What follows belongs to an exercise in optimizing a design on an open flow for small area; a production flow would make more cautious choices. At most, simulation tests tie the RTL to the original design; equivalence was not proved. For run 1, only the layout was checked, not whether the RTL still works. The flow treats the clock pin as an ideal source, which a real chip does not have. No activity file was given, so power comes from the tool's default toggle rates.

$ cat flow/design.v
package calsoc_pkg;
	typedef logic [31:0] wb_addr_t;
	typedef logic [31:0] wb_data_t;
	typedef logic [3:0]  wb_sel_t;
	typedef logic [15:0] dac_word_t;
	typedef logic [9:0]  delay_code_t;
	typedef logic [7:0]  mu_offset_t;
	localparam wb_addr_t RAM_BASE = 32'h0000_0000;
	localparam wb_addr_t RAM_MASK = 32'hFF00_0000;
	localparam wb_addr_t MU_BASE  = 32'h0500_0000;
	localparam wb_addr_t MU_MASK  = 32'hFF00_0000;
	localparam int RAM_WORDS = 256;
	localparam int DAC_SPI_CLK_DIV    = 10;
	localparam int DAC_DIV_W          = $clog2(DAC_SPI_CLK_DIV);
	localparam int DAC_SETTLE_CYCLES  = 3;
	localparam int STROBE_HOLD_CYCLES = 5;
	localparam mu_offset_t MU_CTRL       = 8'h00;
	localparam mu_offset_t MU_STATUS     = 8'h04;
	localparam mu_offset_t MU_THR_START  = 8'h08;
	localparam mu_offset_t MU_THR_DELTA  = 8'h0C;
	localparam mu_offset_t MU_STEP_LIMIT = 8'h10;
	localparam mu_offset_t MU_DELAY_CODE = 8'h14;
	localparam mu_offset_t MU_RESULT     = 8'h18;
endpackage
`timescale 1ns/1ps
module dac_spi (
	input  calsoc_pkg::dac_word_t word_i,
	input  logic [3:0]            bit_i,
	output logic                  dac_sdi_o
);
	assign dac_sdi_o = word_i[~bit_i];
endmodule
`timescale 1ns/1ps
module measure_unit (
	input  logic                    wb_clk_i,
	input  logic                    rst_n_i,
	input  logic                    cmp_out_i,
	input  logic                    bus_cyc,
	input  logic                    bus_stb,
	input  logic                    bus_we,
	input  calsoc_pkg::wb_addr_t    bus_adr,
	input  calsoc_pkg::wb_data_t    bus_dat_w,
	input  calsoc_pkg::wb_sel_t     bus_sel,
	output calsoc_pkg::wb_data_t    bus_dat_r,
	output logic                    bus_ack,
	output logic                    dac_sync_o,
	output logic                    dac_sclk_o,
	output logic                    dac_sdi_o,
	output calsoc_pkg::delay_code_t delay_code_o,
	output logic                    delay_stb_o
);
	calsoc_pkg::dac_word_t   thr_start_q, thr_delta_q, thr_q, result_q;
	logic [15:0]             limit_q, step_q;
	calsoc_pkg::delay_code_t delay_code_q;
	logic                    start_vld_q, delta_vld_q, limit_vld_q, result_vld_q;
	logic                    found_q, done_q, ack_q;
	logic                    shift_q, post_q, strobed_q;
	logic [3:0]              cnt_q;
	logic [4:0]              hp_q;
	logic [2:0]              stat_q;
	logic                    sel_start_q, sel_delta_q, sel_limit_q, sel_code_q, sel_result_q;
	logic                    access, bus_wr, start_req, busy, last_step, next_step, limit_zero;
	logic                    wr_start, wr_delta, wr_limit;
	calsoc_pkg::mu_offset_t  offset;
	assign offset    = bus_adr[7:0];
	assign access    = bus_cyc && bus_stb && !ack_q;
	assign bus_wr    = access && bus_we;
	assign start_req = bus_wr && (offset == calsoc_pkg::MU_CTRL) && bus_dat_w[0];
	assign busy      = shift_q || post_q;
	assign wr_start = bus_wr && (offset == calsoc_pkg::MU_THR_START);
	assign wr_delta = bus_wr && (offset == calsoc_pkg::MU_THR_DELTA);
	assign wr_limit = bus_wr && (offset == calsoc_pkg::MU_STEP_LIMIT);
	always_ff @(posedge wb_clk_i or negedge rst_n_i) begin
		if (!rst_n_i) begin
			delay_code_q <= '0;
			ack_q        <= 1'b0;
			start_vld_q  <= 1'b0;
			delta_vld_q  <= 1'b0;
			limit_vld_q  <= 1'b0;
		end else begin
			ack_q <= access;
			if (bus_wr && offset == calsoc_pkg::MU_DELAY_CODE)
				delay_code_q <= bus_dat_w[9:0];
			if (wr_start) start_vld_q <= 1'b1;
			if (wr_delta) delta_vld_q <= 1'b1;
			if (wr_limit) limit_vld_q <= 1'b1;
		end
	end
	always_ff @(posedge wb_clk_i) begin
		if (wr_start) thr_start_q <= bus_dat_w[15:0];
		if (wr_delta) thr_delta_q <= bus_dat_w[15:0];
		if (wr_limit) limit_q     <= bus_dat_w[15:0];
	end
	always_ff @(posedge wb_clk_i) begin
		sel_start_q  <= (offset == calsoc_pkg::MU_THR_START) && start_vld_q;
		sel_delta_q  <= (offset == calsoc_pkg::MU_THR_DELTA) && delta_vld_q;
		sel_limit_q  <= (offset == calsoc_pkg::MU_STEP_LIMIT) && limit_vld_q;
		sel_code_q   <= (offset == calsoc_pkg::MU_DELAY_CODE);
		sel_result_q <= (offset == calsoc_pkg::MU_RESULT);
		stat_q <= (offset == calsoc_pkg::MU_STATUS) ? {done_q, found_q, busy} : 3'd0;
	end
	always_comb begin
		bus_dat_r = {16'd0,
			({16{sel_start_q}}  & thr_start_q) |
			({16{sel_delta_q}}  & thr_delta_q) |
			({16{sel_limit_q}}  & limit_q) |
			({16{sel_result_q && result_vld_q}} & result_q) |
			{6'd0, {10{sel_code_q}} & delay_code_q} |
			{13'd0, stat_q}};
	end
	assign bus_ack = ack_q;
	assign last_step  = (step_q == limit_q);
	assign limit_zero = !limit_vld_q || (limit_q == '0);
	assign next_step  = post_q && (cnt_q == 4'd9);
	always_ff @(posedge wb_clk_i or negedge rst_n_i) begin
		if (!rst_n_i) begin
			shift_q      <= 1'b0;
			post_q       <= 1'b0;
			hp_q         <= '0;
			found_q      <= 1'b0;
			done_q       <= 1'b0;
			strobed_q    <= 1'b0;
			result_vld_q <= 1'b0;
		end else begin
			strobed_q <= post_q && (cnt_q == 4'd8);
			if (strobed_q)
				result_vld_q <= 1'b1;
			if (shift_q) begin
				if (cnt_q == 4'd9) begin
					hp_q <= hp_q + 5'd1;
					if (hp_q == 5'd31) begin
						shift_q <= 1'b0;
						post_q  <= 1'b1;
					end
				end
			end else if (post_q) begin
				if (cnt_q == 4'd8 && cmp_out_i) begin
					found_q <= 1'b1;
					done_q  <= 1'b1;
					post_q  <= 1'b0;
				end
				if (cnt_q == 4'd9 && last_step) begin
					done_q <= 1'b1;
					post_q <= 1'b0;
				end
				if (cnt_q == 4'd10) begin
					post_q  <= 1'b0;
					shift_q <= 1'b1;
				end
			end else if (start_req) begin
				found_q <= 1'b0;
				done_q  <= limit_zero;
				post_q  <= !limit_zero;
			end
		end
	end
	always_ff @(posedge wb_clk_i) begin
		if (strobed_q)
			result_q <= thr_q;
		if (!busy || cnt_q == 4'd10 || (shift_q && cnt_q == 4'd9))
			cnt_q <= busy ? 4'd0 : 4'd10;
		else
			cnt_q <= cnt_q + 4'd1;
		thr_q  <= (busy ? thr_q : 16'd0) +
			(busy ? ((next_step && delta_vld_q) ? thr_delta_q : 16'd0)
			      : (start_vld_q ? thr_start_q : 16'd0));
		step_q <= busy ? step_q + {15'd0, next_step} : 16'd1;
	end
	assign dac_sync_o   = !shift_q;
	assign dac_sclk_o   = hp_q[0];
	assign delay_stb_o  = post_q && (cnt_q >= 4'd4) && (cnt_q <= 4'd8);
	assign delay_code_o = delay_code_q;
	dac_spi u_dac_spi (
		.word_i    (thr_q),
		.bit_i     (hp_q[4:1]),
		.dac_sdi_o (dac_sdi_o)
	);
endmodule
$ cat flow/config.mk
export PLATFORM = sky130hd
export DESIGN_NAME = measure_unit
export DESIGN_NICKNAME = measure_unit
export VERILOG_FILES = /design/flow/design.v
export SDC_FILE = /design/flow/constraint.sdc
export NUM_CORES = 4
export LEC_CHECK = 0
export CAP_MARGIN = 20
export CORE_MARGIN = 2
export CORE_UTILIZATION = 40
export SLEW_MARGIN = 20
$ cat flow/constraint.sdc
create_clock -name core_clock -period 10.0 [get_ports {wb_clk_i}]
set_input_delay 2.0000 -clock core_clock [delete_from_list [all_inputs] [get_ports {wb_clk_i}]]
set_output_delay 2.0000 -clock core_clock [all_outputs]
set_load 0.01 [all_outputs]
$ cat flow/standard.sh
#!/bin/bash
# synth_recipe.tcl (not shown) runs the flow's synth.tcl, then flattens the netlist and writes it again
# the make line also repeats each setting of config.mk as NAME=value (left out here)
make -C /OpenROAD-flow-scripts/flow DESIGN_CONFIG=/design/flow/config.mk WORK_HOME=/design/flow/orfs CLKGATE_MAP_FILE= SYNTH_SCRIPT=/design/flow/synth_recipe.tcl "${@:-finish}"
$ cat flow/flow/run.sh
#!/bin/bash
# Standard ORFS flow (the standard.sh, unchanged synthesis) with smaller
# port buffers, one shared tie cell per constant and a lighter clock tree.
set -euo pipefail
bash standard.sh \
  BUFFER_PORTS_ARGS="-buffer_cell sky130_fd_sc_hd__buf_1" \
  SKIP_REPAIR_TIE_FANOUT=1 \
  CTS_ARGS="-sink_clustering_enable -sink_clustering_size 40 -sink_clustering_max_diameter 100 -buf_list sky130_fd_sc_hd__clkbuf_4 -root_buf sky130_fd_sc_hd__clkbuf_8 -dont_use_dummy_load -repair_clock_nets" \
  finish > standard.log 2>&1
==> results of run 1 <==
## sequential cells by signal, summed over array words and instances (netlist names), 3 cells and up
register	count
limit_q	16
result_q	16
step_q	16
thr_delta_q	16
thr_q	16
thr_start_q	16
delay_code_q	10
hp_q	5
cnt_q	4
stat_q	3
## layout by cell type (no fill, tap or decap), types with 5 or more instances in the layout
cell and count:
nand2_1 50, mux2_2 10, nand4_1 7, xnor2_1 19, and3_1 12, clkbuf_4 16
ha_1 23, or2_2 5, nor2_1 30, o21ai_0 14, nand3_1 20, nor2b_1 24
a22oi_1 14, a21o_1 7, xor2_1 25, a222oi_1 9, dfxtp_1 44, buf_1 60
edfxtp_1 64, a21oi_1 15, nor4_1 6, mux4_2 5, dfrtp_1 25, a22o_1 15
inv_1 12
## layout make-up
type | instances | area [um^2] | area share [%]
Sequential cell | 133 | 3430 | 50.8
Multi-Input combinational cell | 367 | 2630 | 38.9
Tap cell | 211 | 264 | 3.91
Timing Repair Buffer | 63 | 248 | 3.67
Clock buffer | 17 | 134 | 1.99
Inverter | 12 | 45.0 | 0.668
## critical path: stages (launching register included)
cell	delay, ns
dfrtp_1	0.60
mux4_2	0.59
mux4_2	0.49
buf_1	0.15
## worst paths after layout
path / from / to / slack, ns / cells past startpoint
max reg2reg: cnt_q[3]$_DFF_P_ / thr_q[14]$_DFF_P_ / 6.05 / 12
min in group asynchronous: rst_n_i / hp_q[0]$_DFFE_PN0P_ / 1.56 / 2
min reg2reg: thr_q[6]$_DFF_P_ / result_q[6]$_DFFE_PP_ / 0.44 / 0
max: hp_q[1]$_DFFE_PN0P_ / dac_sdi_o / 5.74 / 3
max in group asynchronous: rst_n_i / done_q$_DFFE_PN0P_ / 8.14 / 2
min: thr_q[6]$_DFF_P_ / result_q[6]$_DFFE_PP_ / 0.44 / 0
## cell families (layout without fill, tap and decap cells)
| logic type | after synthesis | after routing | share of synthesized area, % |
|---|---|---|---|
| AOI/OAI and AO/OA | 101 | 101 | 12.0 |
| xor gates and xnor gates | 44 | 44 | 6.12 |
| adders and majority gates | 24 | 24 | 4.89 |
| buffers and inverters | 50 | 92 | 3.93 |
| DFF | 133 | 133 | 54.4 |
| muxes | 15 | 15 | 3.58 |
| other | 1 | 1 | 0.0595 |
| and+or+nand+nor | 182 | 182 | 15.0 |
## per-layer routing
layer | routed length, um | vias up | global-route usage (%) | part of all wire, %
li1 | - | 2085 | - | -
met1 | 6960 | 2127 | 26.6 | 45
met2 | 7160 | 183 | 29.9 | 46
met3 | 1220 | 16 | 5.74 | 7.9
met4 | 176 | 0 | 5.25 | 1.1
met5 | 0 | - | 0 | 0
## power breakdown
group | switching (uW) | internal [uW] | leakage, uW | total, uW
clock | 166 | 83.4 | 0.0000808 | 250
combinational | 106 | 80.5 | 0.00131 | 187
sequential | 56.8 | 618 | 0.00125 | 674
total | 330 | 782 | 0.00264 | 1110
## through the flow
step                      instances  power, uW
after floorplan                 550        813
after global placement          786        865
after detailed placement        786        875
after CTS                       803       1120
after global routing            803       1170
final                           803       1110
==> reports/summary.txt, run 1 <==
outcome -> timing/DRC/antenna clean
Placer Congestion -> 0.817
PortBufs -> 60
sequential-to-total area share from yosys stat -> 54.4%
Post-synth top flop -> edfxtp_1
Max-slew headroom -> 26.2%
Yosys top cell area share -> 30.5%
post-layout util -> 44.0%
Vias -> 4411
share of layout cells above drive strength 1 -> 7.94%
DP Worst Slack -> 5.78 ns
Syn Nets -> 648
WL per Instance -> 19.3 um
Yosys Warn Count -> 1
Post-synth EDFFs -> 64
fin worst setup slack -> 5.74 ns
placed inst area -> 6610 um^2
design area -> 6740 um^2
Setup Fix Bufs, Post-CTS -> 0
final worst path period need -> 4.26 ns
antenna-violating nets left -> 0
CTS root buf -> clkbuf_8
pwr/cell area -> 165 nW/um^2
drt via density -> 5.49
Min-Delay Path Class -> flip-flop to flip-flop
CP arrival -> 2.26 ns
DRC Markers -> 0
main area contributors after synthesis -> edfxtp_1 (31%), dfxtp_1 (14%), dfrtp_1 (9.9%)
crit path max fanout -> 7
row count -> 45
Critical Path Sink Type -> output port
Cell Area, Synth -> 6300 um^2
most frequent cell after synthesis -> edfxtp_1
GRT Overall Usage -> 19.3%
DRT Wirelength -> 15500 um
worst skew pair latency -> 0.43 ns
count of cell types in the netlist -> 55
unrepaired setup endpoints after global routing -> false
TritonCTS Sinks -> 133
worst path required time -> 8.00 ns
die area -> 16800 um^2
Commonest cells post-synth -> edfxtp_1 (64), nand2_1 (50), dfxtp_1 (44), nor2_1 (31)
DRT iter0 DRCs -> 395
Starting Density -> 41.1%
CTS tree -> yes
Max-cap violations -> 0
# diodes -> 0
CTS max path bufs -> 2
Pre-Repair DR Iteration Count -> 5
Worst-Margin Slew -> 1.11 ns
I/O pin total -> 121
cts hold-fix bufs -> 0
VDD IR max -> 111 uV
LEAKAGE -> 0.00264 uW
vias in the first global route -> 4373
Post-Syn Instances -> 550
Peak Freq -> 235 MHz
Final HPWL DP -> 10900 um
max-slew violation count -> 0
hold slack -> 0.445 ns
largest area contributor in the netlist -> edfxtp_1
CP Class -> flip-flop to output port
CTS buffer count -> 17
average cell area after synthesis -> 11.5 um^2
area grow syn2layout -> 7.07%
H-tree depth -> 4
DIE WIDTH -> 129 um
Fin Setup TNS -> 0 ns
endpoints failing hold -> 0
Final nets -> 692
Core Region -> 15300 um^2
Fill cells -> 1490
CP Launch Type -> flip-flop
Resized cells post-CTS -> 0
Clock Skew -> 0.0362 ns
first-pass GRT wire length -> 24000 um
overflow left after global routing -> 0
largest net degree at the start of global routing -> 35
Reg clk slew, reported paths -> 0.12 ns
DIE HEIGHT -> 129 um
initial antenna violation count -> 0
Synth async-reset ratio -> 18.8%
final setup vio count -> 0
part of the cycle the worst path needs -> 42.6%
#FFs+latches synth -> 133
==> inputs of run 2 (changes only) <==
--- a/flow/design.v
+++ b/flow/design.v
@@ -155,4 +155,21 @@
 		end
 	end
+	calsoc_pkg::dac_word_t add_a, add_b, thr_sum;
+	logic [16:0]           add_c;
+	assign add_a    = busy ? thr_q : 16'd0;
+	assign add_b    = busy ? ((next_step && delta_vld_q) ? thr_delta_q : 16'd0)
+	                       : (start_vld_q ? thr_start_q : 16'd0);
+	assign add_c[0] = 1'b0;
+	for (genvar i = 0; i < 16; i++) begin : g_add
+		assign thr_sum[i]  = add_a[i] ^ add_b[i] ^ add_c[i];
+		assign add_c[i+1]  = (add_a[i] & add_b[i]) | (add_c[i] & (add_a[i] ^ add_b[i]));
+	end
+	logic [15:0] step_inc;
+	logic [16:0] inc_c;
+	assign inc_c[0] = next_step;
+	for (genvar i = 0; i < 16; i++) begin : g_inc
+		assign step_inc[i] = step_q[i] ^ inc_c[i];
+		assign inc_c[i+1]  = step_q[i] & inc_c[i];
+	end
 	always_ff @(posedge wb_clk_i) begin
 		if (strobed_q)
@@ -162,8 +179,6 @@
 		else
 			cnt_q <= cnt_q + 4'd1;
-		thr_q  <= (busy ? thr_q : 16'd0) +
-			(busy ? ((next_step && delta_vld_q) ? thr_delta_q : 16'd0)
-			      : (start_vld_q ? thr_start_q : 16'd0));
-		step_q <= busy ? step_q + {15'd0, next_step} : 16'd1;
+		thr_q  <= thr_sum;
+		step_q <= busy ? step_inc : 16'd1;
 	end
 	assign dac_sync_o   = !shift_q;
==> flow/flow/run.sh (replaced) <==
#!/bin/bash
# Standard ORFS flow (the standard.sh, unchanged synthesis) with smaller
# port buffers, one shared tie cell per constant and a lighter clock tree.
set -euo pipefail
bash standard.sh \
  BUFFER_PORTS_ARGS="-buffer_cell sky130_fd_sc_hd__buf_1" \
  SKIP_REPAIR_TIE_FANOUT=1 \
  CTS_ARGS="-sink_clustering_enable -sink_clustering_size 40 -sink_clustering_max_diameter 100 -buf_list sky130_fd_sc_hd__clkbuf_8 -root_buf sky130_fd_sc_hd__clkbuf_16 -dont_use_dummy_load -repair_clock_nets" \
  finish > standard.log 2>&1
==> reports/summary.txt, run 2 <==
main area contributors after synthesis -> edfxtp_1 (33%), dfxtp_1 (15%), dfrtp_1 (11%)
cts hold-fix bufs -> 0
Reg clk slew, reported paths -> 0.07 ns
Setup Fix Bufs, Post-CTS -> 0
hold slack -> 0.438 ns
Fin Setup TNS -> 0 ns
Cell Area, Synth -> 5840 um^2
largest family of logic cells by synthesized area -> simple AND/OR/NAND/NOR gates
share of layout cells above drive strength 1 -> 8.48%
H-tree depth -> 4
commonest non-fill, non-tap cells in the layout -> edfxtp_1 (64), buf_1 (59), nand2_1 (45), dfxtp_1 (44), a22oi_1 (27)
critical path's largest stage delay -> 0.59 ns
DIE WIDTH -> 125 um
Inst Count DP -> 662
Fill cells -> 1306
Post-Syn Instances -> 450
row count -> 44
die area -> 15600 um^2
multiplexer area fraction after synthesis -> 4.61%
Resized cells post-CTS -> 0
cells along the critical path -> inv_1 -> ha_1 -> and4b_1 -> and2_1 -> a22o_1 -> ha_1 -> fa_1 -> inv_1 -> fa_1 -> fa_1 -> fa_1 -> fa_1 -> fa_1 -> fa_1 -> fa_1 -> fa_1 -> fa_1 -> fa_1 -> fa_1 -> fa_1 -> fa_1 -> xnor2_1
CTS tree -> yes
crit path max fanout -> 15
sequential-to-total area share from yosys stat -> 58.7%
Yosys top cell area share -> 32.9%
Post-synth top flop -> edfxtp_1
CP arrival -> 7.82 ns
DRC Markers -> 0
DRT Wirelength -> 13100 um
CTS buffer count -> 17
Core Region -> 14400 um^2
CTS max path bufs -> 2
DIE HEIGHT -> 125 um
Clock Skew -> 0.0188 ns
Syn Nets -> 560
drt via density -> 5.35
DRT iter0 DRCs -> 307
I/O pin total -> 121
worst path required time -> 10.26 ns
first-pass GRT wire length -> 20500 um
Post-synth EDFFs -> 64
PortBufs -> 60
vias in the first global route -> 3649
compound-gate portion of the synthesized area -> 7.20%
CTS root buf -> clkbuf_16
Commonest cells post-synth -> edfxtp_1 (64), nand2_1 (45), dfxtp_1 (44), a22oi_1 (27), dfrtp_1 (25)
Final nets -> 607
most frequent CP cell -> fa_1
final worst path period need -> 7.56 ns
post-synthesis adder-cell area fraction -> 9.52%
Vias -> 3635
WL per Instance -> 19.2 um
area grow syn2layout -> 8.88%
max-slew violation count -> 0
CP Launch Type -> flip-flop
largest net degree at the start of global routing -> 35
Max-slew headroom -> 37.0%
Placer Congestion -> 0.824
most frequent cell after synthesis -> edfxtp_1
average cell area after synthesis -> 13.0 um^2
Max-cap violations -> 0
CP Class -> flip-flop to flip-flop
Post-Synth Simple-Gate Area -> 11.6%
pwr/cell area -> 183 nW/um^2
# diodes -> 0
Pre-Repair DR Iteration Count -> 9
initial antenna violation count -> 0
Synth async-reset ratio -> 18.8%
worst skew pair latency -> 0.37 ns
Min-Delay Path Class -> flip-flop to flip-flop
VDD IR max -> 108 uV
endpoints failing hold -> 0
Worst-Margin Slew -> 0.945 ns
Yosys Warn Count -> 1
final setup vio count -> 0
LEAKAGE -> 0.00248 uW
TritonCTS Sinks -> 133
Starting Density -> 40.6%
largest area contributor in the netlist -> edfxtp_1
Critical Path Sink Type -> flip-flop
#FFs+latches synth -> 133
GRT Overall Usage -> 17.6%
overflow left after global routing -> 0
part of the cycle the worst path needs -> 75.6%
Peak Freq -> 132 MHz
most common cell after layout, fill and taps aside -> edfxtp_1
antenna-violating nets left -> 0
count of cell types in the netlist -> 45
Synth Area in XOR/XNOR -> 3.60%
outcome -> timing/DRC/antenna clean
unrepaired setup endpoints after global routing -> false
Final HPWL DP -> 9590 um
highest-delay cell along the critical path -> and2_1
Layout Cells excl Fill -> 679
run 2: changes by cell type in the layout (fill, tap and decap cells not counted), moves of 15 or more:
cell	change
clkbuf_8	+15
and2_1	+18
nor2_1	-21
xor2_1	-22
clkbuf_4	-16
nor2b_1	-20
run 2: path summary, 6_finish.rpt:
kind / start / to / slack [ns] / cells past startpoint
worst max-delay path: cnt_q[1]$_DFF_P_ / thr_q[15]$_DFF_P_ / 2.44 / 22
worst min-delay path: ack_q$_DFF_PN0_ / ack_q$_DFF_PN0_ / 0.44 / 1
worst max register to register: cnt_q[1]$_DFF_P_ / thr_q[15]$_DFF_P_ / 2.44 / 22
worst min register to register: ack_q$_DFF_PN0_ / ack_q$_DFF_PN0_ / 0.44 / 1
max in group asynchronous: rst_n_i / delay_code_q[4]$_DFFE_PN0P_ / 7.82 / 1
min in group asynchronous: rst_n_i / hp_q[3]$_DFFE_PN0P_ / 1.67 / 1
run 2: metrics by stage:
stage	util [%]	setup WS, ns	total power [uW]	cell area [um^2]
final	44.2	2.44	1160	6350
after global routing	44.2	2.18	1220	6350
after CTS	44.2	2.42	1170	6350
after detailed placement	42.5	2.42	846	6110
after global placement	42.5	2.52	834	6110
after floorplan	-	3.30	795	5840
run 2: where the power goes:
part           total, uW  leakage (uW)  internal, uW  switching, uW
Clock                329      0.000127           160            169
Sequential           674       0.00126           624           50.5
Combinational        157       0.00110          72.1           85.4
run 2: routing by layer:
layer / wire [um] / part of all wire [%] / global-route usage [%] / vias to the layer above
li1: - / - / - / 1690
met4: 251 / 1.9 / 7.34 / 0
met5: 0 / 0 / 0 / -
met1: 5620 / 43 / 23.0 / 1815
met3: 703 / 5.4 / 3.95 / 17
met2: 6470 / 50 / 28.4 / 113
run 2: layout make-up:
type	instances	area [um^2]	area share (%)
Inverter	19	71.3	1.12
Timing Repair Buffer	62	241	3.80
Sequential cell	133	3430	54.0
Multi-Input combinational cell	264	2140	33.6
Clock buffer	17	245	3.86
Tap cell	184	230	3.62
run 2: cell families (layout without fill, tap and decap cells):
family,after synthesis,after routing
other,1,1
buffers and inverters,53,98
adder cells (fa/ha/maj),36,36
flip-flops,133,133
AND/OR/NAND/NOR,130,130
XOR/XNOR,24,24
AO/OA/AOI/OAI,55,55
multiplexers,18,18
run 2: critical path, delay by kind of cell, from the launching register on:
family / cells / cell delay (ns)
simple gates: 2 / 0.88
compound gates: 1 / 0.27
buf+inv: 2 / 0.15
flops: 1 / 0.34
xor+xnor: 1 / 0.13
fa+ha+maj: 16 / 5.70
==> inputs of run 3 (changes only) <==
==> flow/flow/run.sh (replaced) <==
#!/bin/bash
# Standard ORFS flow (the standard.sh, unchanged synthesis) with smaller
# port buffers, one shared tie cell per constant and a lighter clock tree:
# clkbuf_4 leaves, the ones whose flip-flops would see a slow clock edge
# upsized to clkbuf_8 afterwards (flow/post_cts.tcl).
set -euo pipefail
HERE=$(pwd)
bash standard.sh \
  BUFFER_PORTS_ARGS="-buffer_cell sky130_fd_sc_hd__buf_1" \
  SKIP_REPAIR_TIE_FANOUT=1 \
  CTS_ARGS="-sink_clustering_enable -buf_list sky130_fd_sc_hd__clkbuf_4 -root_buf sky130_fd_sc_hd__clkbuf_8 -dont_use_dummy_load -repair_clock_nets" \
  POST_CTS_TCL="$HERE/flow/post_cts.tcl" \
  finish > standard.log 2>&1
==> flow/flow/post_cts.tcl (new file) <==
# After CTS (built with small clkbuf_4 leaves): upsize each clock buffer whose
# worst sink slew, estimated from placement, is above 95 ps, then re-legalize.
estimate_parasitics -placement
set big [[ord::get_db] findMaster sky130_fd_sc_hd__clkbuf_8]
set n_up 0
foreach inst [[ord::get_db_block] getInsts] {
  if {[[$inst getMaster] getName] ne "sky130_fd_sc_hd__clkbuf_4"} continue
  set net [[$inst findITerm X] getNet]
  if {$net eq "NULL"} continue
  set w 0
  foreach it [$net getITerms] {
    if {![$it isInputSignal]} continue
    set pin [get_pins "[[$it getInst] getName]/[[$it getMTerm] getName]"]
    set s [get_property $pin slew_max]
    if {$s > $w} { set w $s }
  }
  if {$w > 0.095} {
    $inst swapMaster $big
    incr n_up
  }
}
puts "post_cts: upsized $n_up clock buffers to clkbuf_8"
detailed_placement
estimate_parasitics -placement
--- a/flow/config.mk
+++ b/flow/config.mk
@@ -8,4 +8,5 @@
 export CAP_MARGIN = 20
 export CORE_MARGIN = 2
-export CORE_UTILIZATION = 40
+export CORE_UTILIZATION = 70
+export PLACE_DENSITY = 0.8
 export SLEW_MARGIN = 20
==> reports/summary.txt, run 3 <==
outcome -> timing/DRC/antenna clean
average cell area after synthesis -> 13.0 um^2
register share of total power -> 62.4%
final worst path period need -> 7.51 ns
WL per Instance -> 20.0 um
drt via density -> 6.18
Peak Freq -> 133 MHz
Sw Pwr -> 285 uW
Max-slew headroom -> 40.2%
sw frac -> 26.5%
placed inst area -> 6010 um^2
worst skew pair latency -> 0.41 ns
CP Launch Type -> flip-flop
CP arrival -> 7.80 ns
antenna-violating nets left -> 0
Critical Path Sink Type -> flip-flop
DIE HEIGHT -> 95.3 um
Clock Skew -> 0.0259 ns
endpoints failing hold -> 0
main area contributors after synthesis -> edfxtp_1 (33%), dfxtp_1 (15%), dfrtp_1 (11%)
final setup vio count -> 0
share of layout cells above drive strength 1 -> 8.28%
Cell Area, Synth -> 5840 um^2
worst path required time -> 10.29 ns
Commonest cells post-synth -> edfxtp_1 (64), nand2_1 (45), dfxtp_1 (44), a22oi_1 (27), dfrtp_1 (25)
hold slack -> 0.445 ns
overflow left after global routing -> 0
Reg clk slew, reported paths -> 0.09 ns
DRC Markers -> 0
Worst-Margin Slew -> 0.897 ns
commonest non-fill, non-tap cells in the layout -> edfxtp_1 (64), buf_1 (60), nand2_1 (45), dfxtp_1 (44), a22oi_1 (27)
CP Class -> flip-flop to flip-flop
Met3 Routed Length -> 1130 um
TritonCTS Sinks -> 133
WL met1 -> 4790 um
DRT Wirelength -> 12000 um
Starting Density -> 71.7%
Pre-Repair DR Iteration Count -> 7
part of the cycle the worst path needs -> 75.1%
most common cell after layout, fill and taps aside -> edfxtp_1
most frequent cell after synthesis -> edfxtp_1
#FFs+latches synth -> 133
Placer Congestion -> 0.818
Post-synth EDFFs -> 64
initial antenna violation count -> 0
Final nets -> 607
crit path max fanout -> 15
Fin Setup TNS -> 0 ns
DRT iter0 DRCs -> 615
I/O pin total -> 121
vias in the first global route -> 3516
combinational power share -> 14.5%
Core Region -> 8130 um^2
pwr/cell area -> 175 nW/um^2
Max-cap violations -> 0
VDD IR max -> 142 uV
Syn Nets -> 560
part of the power in the clock network -> 23.1%
die area -> 9080 um^2
LEAKAGE -> 0.00244 uW
Min-Delay Path Class -> flip-flop to flip-flop
sequential-to-total area share from yosys stat -> 58.7%
row count -> 33
DIE WIDTH -> 95.3 um
largest area contributor in the netlist -> edfxtp_1
Top Metal Used -> met4
fin worst setup slack -> 2.49 ns
Yosys top cell area share -> 32.9%
Vias -> 3708
largest net degree at the start of global routing -> 37
Internal Dissipation -> 791 uW
metal2 WL -> 5910 um
Yosys Warn Count -> 1
design area -> 6160 um^2
post-route total power -> 1080 uW
area grow syn2layout -> 5.57%
Final HPWL DP -> 8820 um
Synth async-reset ratio -> 18.8%
CTS tree -> yes
count of cell types in the netlist -> 45
# diodes -> 0
unrepaired setup endpoints after global routing -> false
Post-synth top flop -> edfxtp_1
max-slew violation count -> 0
PortBufs -> 60
GRT Overall Usage -> 28.5%
first-pass GRT wire length -> 18300 um
DP Worst Slack -> 2.57 ns
Post-Syn Instances -> 450
## run 3: power by group through the flow
stage | Combinational [uW] | Sequential [uW] | Clock (uW)
after floorplan | 132 | 663 | 0
after global placement | 146 | 681 | 0
after detailed placement | 157 | 684 | 0
after global routing | 178 | 679 | 276
final | 156 | 672 | 249
## run 3: per-stage QoR
step                      instances  utilization, %
final                           600            75.7
after global routing            600            75.7
after detailed placement        583            73.9
after global placement          583            73.9
after floorplan                 450               -
## run 3: kinds of logic (layout without fill, tap and decap cells)
logic type | after synthesis | in the layout | share of synthesized area, %
AOI/OAI and AO/OA | 55 | 55 | 7.20
adders and majority gates | 36 | 36 | 9.52
and+or+nand+nor | 130 | 130 | 11.6
muxes | 18 | 18 | 4.61
other | 1 | 1 | 0.0643
xor gates and xnor gates | 24 | 24 | 3.60
buffers and inverters | 53 | 98 | 4.63
DFF | 133 | 133 | 58.7
## run 3: metal layers
| metal | track usage (%) | vias to the layer above |
|---|---|---|
| li1 | - | 1692 |
| met1 | 39.2 | 1820 |
| met2 | 44.4 | 180 |
| met3 | 8.70 | 16 |
| met4 | 8.57 | 0 |
| met5 | 0 | - |
## run 3: final timing paths
kind | start | to | slack (ns) | cells past startpoint
setup / recovery | cnt_q[0]$_SDFF_PP0_ | thr_q[15]$_DFF_P_ | 2.49 | 21
max in group asynchronous | rst_n_i | delay_code_q[5]$_DFFE_PN0P_ | 8.12 | 2
hold / removal | ack_q$_DFF_PN0_ | ack_q$_DFF_PN0_ | 0.44 | 1
setup reg to reg | cnt_q[0]$_SDFF_PP0_ | thr_q[15]$_DFF_P_ | 2.49 | 21
hold reg to reg | ack_q$_DFF_PN0_ | ack_q$_DFF_PN0_ | 0.44 | 1
min in group asynchronous | rst_n_i | delay_code_q[3]$_DFFE_PN0P_ | 1.58 | 2
## run 3: area by class of cell
cell class | count | area (um^2)
Inverter | 19 | 71.3
Multi-Input combinational cell | 264 | 2140
Tap cell | 105 | 131
Sequential cell | 133 | 3430
Timing Repair Buffer | 62 | 240
Clock buffer | 17 | 153
Fill cell | 539 | 1970
## run 3: critical path: stages (launching register included)
cell	delay [ns]
dfxtp_1	0.41
ha_1	0.19
and4b_1	0.29
and2_1	0.57
a22o_1	0.26
ha_1	0.16
fa_1	0.17
inv_1	0.05
fa_1	0.40
fa_1	0.40
fa_1	0.40
fa_1	0.40
fa_1	0.39
fa_1	0.41
fa_1	0.39
fa_1	0.39
fa_1	0.40
fa_1	0.39
fa_1	0.39
fa_1	0.39
fa_1	0.40
xnor2_1	0.14
==> inputs of run 4 (changes only) <==
--- a/flow/config.mk
+++ b/flow/config.mk
@@ -8,5 +8,4 @@
 export CAP_MARGIN = 20
 export CORE_MARGIN = 2
-export CORE_UTILIZATION = 70
-export PLACE_DENSITY = 0.8
+export CORE_UTILIZATION = 40
 export SLEW_MARGIN = 20
==> reports/summary.txt, run 4 <==
outcome -> timing/DRC/antenna clean
LEAKAGE -> 0.00245 uW
Core Region -> 14400 um^2
max-slew violation count -> 0
Internal Dissipation -> 799 uW
Yosys top cell area share -> 32.9%
Vias -> 3616
worst flop-to-flop path startpoint -> cnt_q[1]$_DFF_P_
Reg clk slew, reported paths -> 0.08 ns
VDD IR max -> 106 uV
largest net degree at the start of global routing -> 35
vias in the first global route -> 3642
DIE HEIGHT -> 125 um
WL per Instance -> 19.1 um
Post-Syn Instances -> 450
r2r setup slk -> 2.40 ns
largest area contributor in the netlist -> edfxtp_1
Cell Area, Synth -> 5840 um^2
first-pass GRT wire length -> 20600 um
Commonest cells post-synth -> edfxtp_1 (64), nand2_1 (45), dfxtp_1 (44), a22oi_1 (27), dfrtp_1 (25)
Pre-Repair DR Iteration Count -> 8
overflow left after global routing -> 0
end of the worst hold path -> ack_q$_DFF_PN0_
Worst Hold Depth -> 1
DRC Markers -> 0
row count -> 44
post-route total power -> 1100 uW
TritonCTS Sinks -> 133
share of layout cells above drive strength 1 -> 8.48%
Syn Nets -> 560
area grow syn2layout -> 7.50%
Fill cells -> 1307
Synth async-reset ratio -> 18.8%
sequential-to-total area share from yosys stat -> 58.7%
Fin Setup TNS -> 0 ns
Max-cap violations -> 0
endpoints failing hold -> 0
DRT iter0 DRCs -> 339
Critical Path Sink Type -> flip-flop
final setup vio count -> 0
Worst-Margin Slew -> 0.935 ns
crit path max fanout -> 15
Final HPWL DP -> 9590 um
commonest non-fill, non-tap cells in the layout -> edfxtp_1 (64), buf_1 (59), nand2_1 (45), dfxtp_1 (44), a22oi_1 (27)
antenna-violating nets left -> 0
GRT Overall Usage -> 17.7%
Peak Freq -> 132 MHz
Post-synth top flop -> edfxtp_1
I/O pin total -> 121
CTS tree -> yes
initial antenna violation count -> 0
DRT Wirelength -> 12900 um
DIE WIDTH -> 125 um
pwr/cell area -> 175 nW/um^2
die area -> 15600 um^2
# diodes -> 0
CP arrival -> 7.91 ns
worst skew pair latency -> 0.44 ns
sw frac -> 27.3%
drt via density -> 5.33
register share of total power -> 61.3%
worst path required time -> 10.31 ns
Post-synth EDFFs -> 64
Clock Skew -> 0.0299 ns
Max-slew headroom -> 37.6%
main area contributors after synthesis -> edfxtp_1 (33%), dfxtp_1 (15%), dfrtp_1 (11%)
post-layout util -> 43.7%
Starting Density -> 40.6%
FF-to-FF path depth -> 22
CP Class -> flip-flop to flip-flop
CP Launch Type -> flip-flop
Yosys Warn Count -> 1
Hold Startpoint -> ack_q$_DFF_PN0_
average cell area after synthesis -> 13.0 um^2
Sw Pwr -> 299 uW
most frequent cell after synthesis -> edfxtp_1
final worst path period need -> 7.60 ns
part of the cycle the worst path needs -> 76.0%
count of cell types in the netlist -> 45
PortBufs -> 60
#FFs+latches synth -> 133
unrepaired setup endpoints after global routing -> false
combinational power share -> 14.3%
FF-to-FF End -> thr_q[15]$_DFF_P_
Min-Delay Path Class -> flip-flop to flip-flop
Placer Congestion -> 0.824
Final nets -> 607
part of the power in the clock network -> 24.4%
most common cell after layout, fill and taps aside -> edfxtp_1
==> run 4: cell types whose count changed in the layout (fill, tap and decap cells not counted) <==
cell      previous run  this run
clkbuf_4            13        11
clkbuf_8             4         6
buf_1               60        59
clkbuf_2             0         1
==> run 4: kinds of logic after synthesis <==
| family | synth area share [%] |
|---|---|
| AOI/OAI and AO/OA | 7.20 |
| xor gates and xnor gates | 3.60 |
| adders and majority gates | 9.52 |
| buffers and inverters | 4.63 |
| DFF | 58.7 |
| muxes | 4.61 |
| other | 0.0643 |
| and+or+nand+nor | 11.6 |
==> run 4: worst max-delay path, stage by stage (launching register included) <==
cell	delay (ns)
dfxtp_1	0.35
inv_1	0.09
ha_1	0.16
and4b_1	0.30
and2_1	0.59
a22o_1	0.27
ha_1	0.16
fa_1	0.17
inv_1	0.05
fa_1	0.42
fa_1	0.41
fa_1	0.40
fa_1	0.39
fa_1	0.40
fa_1	0.42
fa_1	0.40
fa_1	0.39
fa_1	0.41
fa_1	0.40
fa_1	0.38
fa_1	0.40
fa_1	0.39
xnor2_1	0.13
==> run 4: power by group through the flow <==
stage / sequential, uW / clock (uW) / combinational, uW
detailed placement: 687 / 0 / 159
floorplan: 663 / 0 / 132
finish: 673 / 268 / 157
global placement: 684 / 0 / 150
global route: 683 / 296 / 180
==> run 4: area by class of cell <==
cell class	count	area, um^2	share of cell area [%]
Sequential cell	133	3430	54.6
Tap cell	184	230	3.67
Clock buffer	17	165	2.63
Timing Repair Buffer	62	241	3.85
Inverter	19	71.3	1.14
Multi-Input combinational cell	264	2140	34.1
==> run 4: how the worst max path moves through the flow <==
| stage | start | endpoint | slack, ns | cells past startpoint |
|---|---|---|---|---|
| global route | cnt_q[1]$_DFF_P_ | thr_q[15]$_DFF_P_ | 2.13 | 22 |
| floorplan | cnt_q[0]$_SDFF_PP0_ | thr_q[15]$_DFF_P_ | 3.30 | 22 |
| global placement | cnt_q[0]$_SDFF_PP0_ | thr_q[15]$_DFF_P_ | 2.52 | 21 |
| finish | cnt_q[1]$_DFF_P_ | thr_q[15]$_DFF_P_ | 2.40 | 22 |
| detailed placement | cnt_q[1]$_DFF_P_ | thr_q[15]$_DFF_P_ | 2.42 | 22 |
==> run 4: metrics by stage <==
stage,setup slack (ns),instances,instance area [um^2],hold slack [ns]
after floorplan,3.30,450,5840,0.417
after global placement,2.52,662,6110,0.422
after detailed placement,2.42,662,6110,0.437
after global routing,2.13,679,6270,0.468
final,2.40,679,6270,0.441
==> run 4: per-layer routing <==
layer	global-route usage, %	share of wire [%]	vias to the layer above
met5	0	0	-
met4	5.75	1.5	0
li1	-	-	1694
met1	23.1	42	1799
met3	5.24	7.1	16
met2	28.3	49	107
==> inputs of run 5 (changes only) <==
--- a/flow/flow/run.sh
+++ b/flow/flow/run.sh
@@ -11,3 +11,4 @@
   CTS_ARGS="-sink_clustering_enable -buf_list sky130_fd_sc_hd__clkbuf_4 -root_buf sky130_fd_sc_hd__clkbuf_8 -dont_use_dummy_load -repair_clock_nets" \
   POST_CTS_TCL="$HERE/flow/post_cts.tcl" \
+  POST_FLOORPLAN_TCL="$HERE/flow/post_floorplan.tcl" \
   finish > standard.log 2>&1
==> flow/flow/post_floorplan.tcl (new file) <==
# After floorplan: swap each logic cell for the smallest-area cell of the same
# family (same function, e.g. mux4_1 -> mux4_2, nand2_4 -> nand2_1). Any slew or
# timing need this creates is fixed by the repairs later in the flow.
set db [ord::get_db]
set masters {}
foreach lib [$db getLibs] { foreach m [$lib getMasters] { lappend masters $m } }
proc fam {name} { if {[regexp {^(sky130_fd_sc_hd__.+)_(\d+)$} $name -> b d]} { return $b } ; return "" }
array set best {}
foreach m $masters {
  set n [$m getName]
  set f [fam $n]
  if {$f eq ""} continue
  if {[lsearch -exact $::env(DONT_USE_CELLS) $n] >= 0} continue
  set a [expr {[$m getWidth] * [$m getHeight]}]
  if {![info exists best($f)] || $a < [lindex $best($f) 1]} { set best($f) [list $m $a] }
}
set n_sw 0
set saved 0
foreach inst [[ord::get_db_block] getInsts] {
  set m [$inst getMaster]
  set n [$m getName]
  if {[regexp {__(df|edf|sdf|dl|clk|buf|conb|tap|fill|decap)} $n]} continue
  set f [fam $n]
  if {$f eq "" || ![info exists best($f)]} continue
  set bm [lindex $best($f) 0]
  set a [expr {[$m getWidth] * [$m getHeight]}]
  if {[lindex $best($f) 1] < $a} {
    $inst swapMaster $bm
    incr n_sw
    set saved [expr {$saved + $a - [lindex $best($f) 1]}]
  }
}
puts "post_floorplan: swapped $n_sw cells, [expr {$saved / 1e6}] um2 less"
--- a/flow/config.mk
+++ b/flow/config.mk
@@ -8,4 +8,5 @@
 export CAP_MARGIN = 20
 export CORE_MARGIN = 2
-export CORE_UTILIZATION = 40
+export CORE_UTILIZATION = 70
+export PLACE_DENSITY = 0.8
 export SLEW_MARGIN = 20
==> reports/summary.txt, run 5 <==
Core Region -> 8130 um^2
first-pass GRT wire length -> 18800 um
initial antenna violation count -> 0
register share of total power -> 61.7%
Vias -> 3731
count of cell types in the netlist -> 45
Min-Delay Path Class -> flip-flop to flip-flop
VDD IR max -> 129 uV
Post-Syn Instances -> 450
DRT iter0 DRCs -> 383
r2r setup slk -> 2.37 ns
part of the power in the clock network -> 24.1%
max-slew violation count -> 0
DP Worst Slack -> 2.46 ns
endpoints failing hold -> 0
final worst path period need -> 7.63 ns
Sw Pwr -> 291 uW
Post-synth top flop -> edfxtp_1
Final nets -> 607
Commonest cells post-synth -> edfxtp_1 (64), nand2_1 (45), dfxtp_1 (44), a22oi_1 (27), dfrtp_1 (25)
Starting Density -> 71.7%
post-route total power -> 1090 uW
area grow syn2layout -> 5.40%
WL per Instance -> 20.1 um
overflow left after global routing -> 0
# diodes -> 0
Placer Congestion -> 0.828
DRT Wirelength -> 12100 um
Internal Dissipation -> 799 uW
CP Class -> flip-flop to flip-flop
vias in the first global route -> 3542
Reg clk slew, reported paths -> 0.08 ns
sw frac -> 26.7%
DRC Markers -> 0
Yosys top cell area share -> 32.9%
Clock Skew -> 0.0284 ns
Yosys Warn Count -> 1
largest net degree at the start of global routing -> 37
LEAKAGE -> 0.00242 uW
Cell Area, Synth -> 5840 um^2
Peak Freq -> 131 MHz
final setup vio count -> 0
drt via density -> 6.22
Fin Setup TNS -> 0 ns
Syn Nets -> 560
Max-slew headroom -> 41.6%
TritonCTS Sinks -> 133
sequential-to-total area share from yosys stat -> 58.7%
unrepaired setup endpoints after global routing -> false
Post-synth EDFFs -> 64
main area contributors after synthesis -> edfxtp_1 (33%), dfxtp_1 (15%), dfrtp_1 (11%)
most frequent cell after synthesis -> edfxtp_1
GRT Overall Usage -> 29.0%
die area -> 9080 um^2
DIE WIDTH -> 95.3 um
Synth async-reset ratio -> 18.8%
outcome -> timing/DRC/antenna clean
fin worst setup slack -> 2.37 ns
I/O pin total -> 121
Pre-Repair DR Iteration Count -> 5
combinational power share -> 14.2%
#FFs+latches synth -> 133
CP arrival -> 7.91 ns
worst skew pair latency -> 0.40 ns
most common cell after layout, fill and taps aside -> edfxtp_1
pwr/cell area -> 177 nW/um^2
Critical Path Sink Type -> flip-flop
antenna-violating nets left -> 0
part of the cycle the worst path needs -> 76.3%
post-layout util -> 75.6%
largest area contributor in the netlist -> edfxtp_1
share of layout cells above drive strength 1 -> 8.28%
Final HPWL DP -> 8810 um
commonest non-fill, non-tap cells in the layout -> edfxtp_1 (64), buf_1 (60), nand2_1 (46), dfxtp_1 (44), a22oi_1 (27)
crit path max fanout -> 15
Worst-Margin Slew -> 0.877 ns
average cell area after synthesis -> 13.0 um^2
PortBufs -> 60
DIE HEIGHT -> 95.3 um
worst path required time -> 10.28 ns
CP Launch Type -> flip-flop
CTS tree -> yes
Max-cap violations -> 0
row count -> 33
run 5: cell counts after synthesis:
No cell type changed its count.
run 5: logic make-up after synthesis:
kind of cell	count (synthesis)	synth area share, %
fa+ha+maj	36	9.52
xor+xnor	24	3.60
buf+inv	53	4.63
mux	18	4.61
other cells	1	0.0643
simple gates	130	11.6
compound gates	55	7.20
flops	133	58.7
run 5: power groups by stage:
stage	clock (uW)	combinational, uW	sequential (uW)
global route	290	176	680
floorplan	0	132	663
global placement	0	146	681
finish	263	155	673
detailed placement	0	155	685
run 5: cell type report:
cell class | instances | area (um^2)
multi-input combinational | 264 | 2110
fill | 516 | 1980
tap | 105 | 131
inverter | 19 | 71.3
clock buffer | 17 | 165
sequential | 133 | 3430
timing repair buffer | 62 | 240
run 5: worst paths after layout:
kind	start	to	cells past startpoint
worst max-delay path	cnt_q[0]$_SDFF_PP0_	thr_q[15]$_DFF_P_	21
worst min register to register	ack_q$_DFF_PN0_	ack_q$_DFF_PN0_	1
worst max register to register	cnt_q[0]$_SDFF_PP0_	thr_q[15]$_DFF_P_	21
max in group asynchronous	rst_n_i	ack_q$_DFF_PN0_	2
worst min-delay path	ack_q$_DFF_PN0_	ack_q$_DFF_PN0_	1
min in group asynchronous	rst_n_i	delay_code_q[5]$_DFFE_PN0P_	2
run 5: metal layers:
layer,global-route usage (%),vias up,part of all wire [%]
li1,-,1686,-
met1,40.1,1846,40
met2,45.8,183,49
met3,8.22,16,9.5
met4,7.85,0,1.4
met5,0,-,0
run 5: metrics by stage:
step           instance area [um^2]  instances  hold slack [ns]
3_3_place_gp                   5990        583            0.430
6_report                       6150        600            0.442
3_5_place_dp                   5990        583            0.429
2_1_floorplan                  5840        450            0.417
5_1_grt                        6150        600            0.468
run 5: worst max-delay path: stages, from the launching register on:
cell and delay, ns:
dfxtp_1 0.40, ha_1 0.20, and4b_1 0.31, and2_1 0.57, a22o_1 0.26, ha_1 0.17
fa_1 0.19, inv_1 0.05, fa_1 0.42, fa_1 0.41, fa_1 0.39, fa_1 0.41
fa_1 0.40, fa_1 0.40, fa_1 0.41, fa_1 0.40, fa_1 0.40, fa_1 0.39
fa_1 0.39, fa_1 0.40, fa_1 0.41, xnor2_1 0.14
==> inputs of run 6 (changes only) <==
--- a/flow/flow/run.sh
+++ b/flow/flow/run.sh
@@ -9,5 +9,5 @@
   BUFFER_PORTS_ARGS="-buffer_cell sky130_fd_sc_hd__buf_1" \
   SKIP_REPAIR_TIE_FANOUT=1 \
-  CTS_ARGS="-sink_clustering_enable -buf_list sky130_fd_sc_hd__clkbuf_4 -root_buf sky130_fd_sc_hd__clkbuf_8 -dont_use_dummy_load -repair_clock_nets" \
+  CTS_ARGS="-sink_clustering_enable -buf_list sky130_fd_sc_hd__clkbuf_4 -root_buf sky130_fd_sc_hd__clkbuf_4 -dont_use_dummy_load -repair_clock_nets" \
   POST_CTS_TCL="$HERE/flow/post_cts.tcl" \
   POST_FLOORPLAN_TCL="$HERE/flow/post_floorplan.tcl" \
--- a/flow/config.mk
+++ b/flow/config.mk
@@ -8,5 +8,5 @@
 export CAP_MARGIN = 20
 export CORE_MARGIN = 2
-export CORE_UTILIZATION = 70
-export PLACE_DENSITY = 0.8
+export CORE_UTILIZATION = 80
+export PLACE_DENSITY = 0.88
 export SLEW_MARGIN = 20
==> reports/summary.txt, run 6 <==
outcome -> timing/DRC/antenna clean
worst path required time -> 10.31 ns
Min-Delay Path Class -> flip-flop to flip-flop
Core Region -> 7180 um^2
sequential-to-total area share from yosys stat -> 58.7%
main area contributors after synthesis -> edfxtp_1 (33%), dfxtp_1 (15%), dfrtp_1 (11%)
GRT Overall Usage -> 33.4%
part of the cycle the worst path needs -> 75.9%
#FFs+latches synth -> 133
area grow syn2layout -> 5.27%
Reg clk slew, reported paths -> 0.08 ns
first-pass GRT wire length -> 18700 um
Max-cap violations -> 0
Syn Nets -> 560
Clock Skew -> 0.0291 ns
worst flop-to-flop path startpoint -> cnt_q[1]$_DFF_P_
Placer Congestion -> 0.841
vias in the first global route -> 3705
Max-slew headroom -> 42.8%
buffers and inverters on the worst path -> 2
DRT iter0 DRCs -> 613
Hold Startpoint -> ack_q$_DFF_PN0_
most frequent CP cell -> fa_1
# diodes -> 0
endpoints failing hold -> 0
Vias -> 3796
largest area contributor in the netlist -> edfxtp_1
CP arrival -> 7.90 ns
count of cell types in the netlist -> 45
Final HPWL DP -> 9180 um
Critical Path Sink Type -> flip-flop
Fill cells -> 374
worst skew pair latency -> 0.42 ns
WL per Instance -> 20.9 um
die area -> 7990 um^2
unrepaired setup endpoints after global routing -> false
Post-synth top flop -> edfxtp_1
commonest non-fill, non-tap cells in the layout -> edfxtp_1 (64), buf_1 (60), nand2_1 (46), dfxtp_1 (44), a22oi_1 (27)
CTS tree -> yes
row count -> 31
highest-delay cell along the critical path -> and2_1
Yosys top cell area share -> 32.9%
overflow left after global routing -> 0
Post-synth EDFFs -> 64
final worst path period need -> 7.59 ns
CP Class -> flip-flop to flip-flop
I/O pin total -> 121
Multi-input gate area -> 2110 um^2
share of layout cells above drive strength 1 -> 8.28%
most common cell after layout, fill and taps aside -> edfxtp_1
Synth async-reset ratio -> 18.8%
cells along the critical path -> inv_1 -> ha_1 -> and4b_1 -> and2_1 -> a22o_1 -> ha_1 -> fa_1 -> inv_1 -> fa_1 -> fa_1 -> fa_1 -> fa_1 -> fa_1 -> fa_1 -> fa_1 -> fa_1 -> fa_1 -> fa_1 -> fa_1 -> fa_1 -> fa_1 -> xnor2_1
Starting Density -> 81.3%
Yosys Warn Count -> 1
hold slack -> 0.440 ns
drt via density -> 6.39
delay-heaviest family, CP -> adder cells
register area -> 3430 um^2
Cell Area, Synth -> 5840 um^2
initial antenna violation count -> 0
max-slew violation count -> 0
Final nets -> 607
DIE HEIGHT -> 89.4 um
Pre-Repair DR Iteration Count -> 6
DRT Wirelength -> 12400 um
crit path from -> cnt_q[1]$_DFF_P_
largest net degree at the start of global routing -> 37
DRC Markers -> 0
VDD IR max -> 128 uV
Commonest cells post-synth -> edfxtp_1 (64), nand2_1 (45), dfxtp_1 (44), a22oi_1 (27), dfrtp_1 (25)
critical path's largest stage delay -> 0.56 ns
pwr/cell area -> 178 nW/um^2
final setup vio count -> 0
most frequent cell after synthesis -> edfxtp_1
crit path max fanout -> 15
TritonCTS Sinks -> 133
PortBufs -> 60
average cell area after synthesis -> 13.0 um^2
antenna-violating nets left -> 0
Peak Freq -> 132 MHz
Post-Syn Instances -> 450
LEAKAGE -> 0.00242 uW
DIE WIDTH -> 89.4 um
Worst-Margin Slew -> 0.858 ns
CP Launch Type -> flip-flop
Fin Setup TNS -> 0 ns
==> run 6: cell counts after synthesis <==
No cell type changed its count.
==> run 6: path summary, 6_finish.rpt <==
path                                                     to  slack (ns)  cells after the start
worst max-delay path                      thr_q[15]$_DFF_P_        2.41                     22
worst min-delay path                        ack_q$_DFF_PN0_        0.44                      1
worst max register to register            thr_q[15]$_DFF_P_        2.41                     22
worst min register to register              ack_q$_DFF_PN0_        0.44                      1
max in group asynchronous       delay_code_q[5]$_DFFE_PN0P_        8.11                      2
min in group asynchronous       delay_code_q[3]$_DFFE_PN0P_        1.58                      2
==> run 6: routing by layer <==
metal | global-route usage, % | wire length (um) | up-vias
li1 | - | - | 1686
met1 | 43.3 | 4540 | 1838
met2 | 53.3 | 6100 | 235
met3 | 9.88 | 1360 | 37
met4 | 13.7 | 410 | 0
met5 | 0 | 0 | -
==> run 6: through the flow <==
stage	utilization, %	worst slack, ns	cells	cell area (um^2)	power [uW]
detailed placement	83.3	2.46	577	5980	841
floorplan	-	3.30	450	5840	795
global placement	83.3	2.62	577	5980	826
global route	85.6	2.18	594	6140	1140
finish	85.6	2.41	594	6140	1090
==> run 6: logic make-up (layout without fill, tap and decap cells) <==
| group | Yosys count | count (layout) | synth area share (%) |
|---|---|---|---|
| AO/OA/AOI/OAI | 55 | 55 | 7.20 |
| XOR/XNOR | 24 | 24 | 3.60 |
| adder cells (fa/ha/maj) | 36 | 36 | 9.52 |
| buffers and inverters | 53 | 98 | 4.63 |
| flip-flops | 133 | 133 | 58.7 |
| multiplexers | 18 | 18 | 4.61 |
| other | 1 | 1 | 0.0643 |
| AND/OR/NAND/NOR | 130 | 130 | 11.6 |
==> run 6: power breakdown <==
| group | internal, uW | switching, uW | leakage, uW |
|---|---|---|---|
| Sequential | 623 | 50.8 | 0.00126 |
| Clock | 104 | 158 | 0.0000937 |
| Combinational | 72.1 | 83.3 | 0.00106 |
| Total | 799 | 292 | 0.00242 |
==> run 6: layout make-up <==
type                       instances  share of cell area, %
tap                               99                   2.02
multi-input combinational        264                   34.4
clock buffer                      17                   2.69
timing repair buffer              62                   3.91
sequential                       133                   55.8
inverter                          19                   1.16

==> separate check: timing with driven ports <==
No port has a modelled driver above. Below, the same layouts with a new extraction and two added sets of constraints.
Step 1 assumes that a clkbuf_16 drives the clock port and a buf_2 every other input.
Step 2, shift: input delay + t, output delay - t, t = (earliest + latest rising clock arrival at the registers) / 2. This alone moves slack from input paths to output paths.
Three values: no drivers, after step 1, after step 2; two values: the first two.
run	t, ns	setup WS [ns]	hold WS [ns]	clock arrival spread, ns	worst slew at a driven data input, ns
run 1	0.444	5.741 / 5.706 / 5.707	0.445 / 0.445 / 0.445	0.036 / 0.036	0.06
run 2	0.403	2.443 / 2.443 / 2.443	0.438 / 0.438 / 0.438	0.019 / 0.019	0.03
run 3	0.429	2.488 / 2.488 / 2.488	0.445 / 0.445 / 0.445	0.029 / 0.028	0.04
run 4	0.462	2.397 / 2.397 / 2.397	0.441 / 0.441 / 0.441	0.032 / 0.032	0.03
run 5	0.421	2.370 / 2.370 / 2.370	0.442 / 0.442 / 0.442	0.028 / 0.028	0.03
run 6	0.440	2.407 / 2.407 / 2.407	0.440 / 0.440 / 0.440	0.031 / 0.031	0.05
After both steps setup and hold are still met in every run listed. The setup slack of run 1, which loses most, moves by -0.035 ns with the drivers and by -0.034 ns with both steps.
